Background: an optimization exercise with open tools, aiming at small area and a short achievable clock period. Do not read the settings as production practice.
Power and IR drop assume default switching activity.

== the baseline ==
==> flow/design.v (excerpt) <==
module out_layer_top (
	input  logic                                  clk,
	input  logic                                  rst_n_i,
	input  logic [out_layer_pkg::CYC_W-1:0]       cycle_index_i,   
	input  logic                                  cycle_clk_i,     
	input  logic [2*out_layer_pkg::LANES*out_layer_pkg::FIX_WIDTH-1:0] fwd_i,  
	input  logic [out_layer_pkg::LANES-1:0]       ans_i,           
	output logic [out_layer_pkg::LANES*out_layer_pkg::FIX_WIDTH-1:0] del_o,  
	output logic [out_layer_pkg::LANES-1:0]       ans_o            
);
Size in the first run: about 3600 cells after synthesis, about 670 flip-flops, ~39000 µm² of cells after synthesis.
export LEC_CHECK = 0
export CAP_MARGIN = 20
export CORE_MARGIN = 2
export CORE_UTILIZATION = 75
export CTS_CLUSTER_DIAMETER = 80
export CTS_CLUSTER_SIZE = 30
export PLACE_DENSITY = 0.85
export SLEW_MARGIN = 20
export TNS_END_PERCENT = 0
create_clock -name core_clock -period 10.0 [get_ports {clk}]
standard.sh (not shown) runs the stock make flow with config.mk's settings and CLKGATE_MAP_FILE= SYNTH_SCRIPT=/design/flow/synth_recipe.tcl, a recipe that flattens the netlist after the stock synthesis.
==> flow/flow/run.sh <==
#!/bin/bash
# Standard ORFS layout (the standard.sh) with these changes to how it is made:
#  - synthesis skips the generic "abc -fast" pass inside yosys synth (SYNTH_ARGS=-noabc), so the
#    full adders written in the RTL reach extract_fa as written; the registers (names, count
#    and cell types) are the same as the standard synthesis gives;
#  - port buffers are buf_2 cells instead of the resizer's default pick (a delay cell);
#  - repair_timing aims for more setup slack than the 10 ns clock needs, so the layout is
#    pushed towards the shortest period it can reach. Constraints and period are unchanged.
set -euo pipefail
bash standard.sh \
  SYNTH_ARGS=-noabc \
  'BUFFER_PORTS_ARGS=-buffer_cell sky130_fd_sc_hd__buf_2' \
  SETUP_SLACK_MARGIN=7 \
  finish > orfs_make.log 2>&1
Edits applied to the flow inputs when going from the baseline to the candidate:
--- a/flow/design.v
+++ b/flow/design.v
@@ -457,32 +457,35 @@
 	logic [10:0] lo_sum;
 	assign lo_sum = {1'b0, row_a[9:0]} + {1'b0, row_b[9:0]};
 	logic [14:0] hi_a_q, hi_b_q;
 	logic        cin_q;
 	always_ff @(posedge clk) begin
 		hi_a_q <= row_a[24:10];
 		hi_b_q <= row_b[24:10];
 		cin_q  <= lo_sum[10];
 	end
-	logic [6:0] tt_p, tt_g, tt_k;
-	assign tt_p = row_a[31:25] ^ row_b[31:25];
-	assign tt_g = row_a[31:25] & row_b[31:25];
-	assign tt_k = row_a[31:25] | row_b[31:25];
+	logic [4:0] tt_p, tt_g, tt_k;
+	assign tt_p = row_a[31:27] ^ row_b[31:27];
+	assign tt_g = row_a[31:27] & row_b[31:27];
+	assign tt_k = row_a[31:27] | row_b[31:27];
 	logic tt_z, tt_m1, tt_m2;
-	assign tt_z  = ~tt_p[0] & (tt_p[6:1] == tt_k[5:0]);
+	assign tt_z  = ~tt_p[0] & (tt_p[4:1] == tt_k[3:0]);
 	assign tt_m1 = &tt_p;
-	assign tt_m2 = ~tt_p[0] & (tt_p[6:1] == ~tt_g[5:0]);
-	logic x25_q, e0_q, e1_q, sgn2_q;
+	assign tt_m2 = ~tt_p[0] & (tt_p[4:1] == ~tt_g[3:0]);
+	logic [1:0] xt_q, gt_q;   
+	logic z_q, m1_q, m2_q, sgn2_q;
 	always_ff @(posedge clk) begin
-		x25_q  <= row_a[25] ^ row_b[25];
-		e0_q   <= tt_z | tt_m1;
-		e1_q   <= tt_m1 | tt_m2;
+		z_q    <= tt_z;
+		m1_q   <= tt_m1;
+		m2_q   <= tt_m2;
 		sgn2_q <= sgn1_q;
+		xt_q   <= row_a[26:25] ^ row_b[26:25];
+		gt_q   <= row_a[26:25] & row_b[26:25];
 	end
 	logic [14:0] g, p;
 	assign g = hi_a_q & hi_b_q;
 	assign p = hi_a_q ^ hi_b_q;
 	logic [15:0] c;
 	logic sg0_1, sp0_1;
 	assign sg0_1 = g[1] | (p[1] & g[0]);
 	assign sp0_1 = p[1] & p[0];
 	logic sg0_3, sp0_3;
@@ -576,22 +579,29 @@
 	assign c[7] = sg2_6 | (sp2_6 & cin_q);
 	assign c[8] = sg2_7 | (sp2_7 & cin_q);
 	assign c[9] = sg3_8 | (sp3_8 & cin_q);
 	assign c[10] = sg3_9 | (sp3_9 & cin_q);
 	assign c[11] = sg3_10 | (sp3_10 & cin_q);
 	assign c[12] = sg3_11 | (sp3_11 & cin_q);
 	assign c[13] = sg3_12 | (sp3_12 & cin_q);
 	assign c[14] = sg3_13 | (sp3_13 & cin_q);
 	assign c[15] = sg3_14 | (sp3_14 & cin_q);
+	logic [2:0] ct;    
+	assign ct[0] = c[15];
+	assign ct[1] = gt_q[0] | (xt_q[0] & ct[0]);
+	assign ct[2] = gt_q[1] | (xt_q[1] & ct[1]);
+	logic eqt, vt;   
+	assign eqt = ct[2] ? (m1_q | m2_q) : (z_q | m1_q);
+	assign vt  = ct[2] ? m2_q : m1_q;
 	logic ovf;
-	assign ovf = c[15] ? ~e1_q : ~e0_q;
+	assign ovf = ~(eqt & ((xt_q ^ ct[1:0]) == {2{vt}}));
 	logic [15:0] q;
-	assign q = {x25_q ^ c[15], p[14:0] ^ c[14:0]};
+	assign q = {xt_q[0] ^ ct[0], p[14:0] ^ c[14:0]};
 	always_ff @(posedge clk) begin
 		del_o <= ovf ? {sgn2_q, {15{~sgn2_q}}} : q;
 	end
 endmodule
 `timescale 1ns/1ps
 module delta_bank_ctrl (
 	input  logic                      clk,
 	input  logic                      rst_n_i,
 	input  out_layer_pkg::cycle_idx_t cycle_index_i,
==> comparison <==
- Summary: with the baseline as the reference, buffer count excluding the clock tree in the final layout in the candidate moved down by a few percent.
- [the candidate vs the baseline] portion of total power attributed to sequential cells: lower in the candidate
- Cmp the candidate and the baseline / global-route usage over all layers / lower: the candidate
- Post-synthesis cell type count, the candidate vs the baseline: down by more than 10%
- g_lane[2].i_cost_unit.e0_q$_DFF_P_ as the capturing instance or port of the critical path was reported by the baseline, and g_lane[1].i_cost_unit.del_o[0]$_DFF_P_ by the candidate.
- Headroom to the max-slew limit in the candidate is 37 points below the baseline.
- Final critical path time including I/O delays and setup: the candidate vs the baseline up 400 ps
- [the candidate vs the baseline] post-route fraction of the period consumed by the critical path: higher in the candidate
- Going from the baseline to the candidate, peak clock frequency supported by timing now sits lower, final instance area +about 0.35%.
- Any difference in sequential share of layout area between the baseline and the candidate is small enough to ignore.
- Between the candidate and the baseline, it is the candidate whose via count of the first global-routing pass is lower, by 3.5%.
- Compared with the baseline, in the candidate internal power component went up about 5%, met1 usage went up 0.93 points.
- The candidate against the baseline; TritonCTS sink count is up by a few percent.
No functional check of the RTL was part of any run of this note.

static timing again, ports no longer ideal:
How much do the figures lean on ideal ports? The routed layouts below were timed once more, with nothing changed but the port constraints. Step 1 (the two cells are an assumption about what drives the block):
set clk [get_ports {clk}]
set_driving_cell -lib_cell sky130_fd_sc_hd__clkbuf_16 $clk
set_driving_cell -lib_cell sky130_fd_sc_hd__buf_2 [delete_from_list [all_inputs] $clk]
Step 2 moves the port delays by t, midway between the first and last clock arrival at a register: inputs arrive t later, outputs are due t later. That takes back most of the time a late clock gives input paths. a / b / c = no drivers / after step 1 / after step 2; a / b = the first two.
| run | t (ns) | setup WS [ns] | hold slack, ns | slew at the worst register clock pin (ns) |
|---|---|---|---|---|
| the baseline | 0.678 | 6.755 / 6.755 / 6.410 | 0.320 / 0.320 / 0.320 | 0.11 / 0.11 |
| the candidate | 0.669 | 6.354 / 6.354 / 6.354 | 0.321 / 0.321 / 0.321 | 0.11 / 0.11 |
After both steps every run listed still meets setup and hold. For the baseline, which loses most, drivers alone change the setup slack by 0.000 ns; drivers and shift together by -0.345 ns.
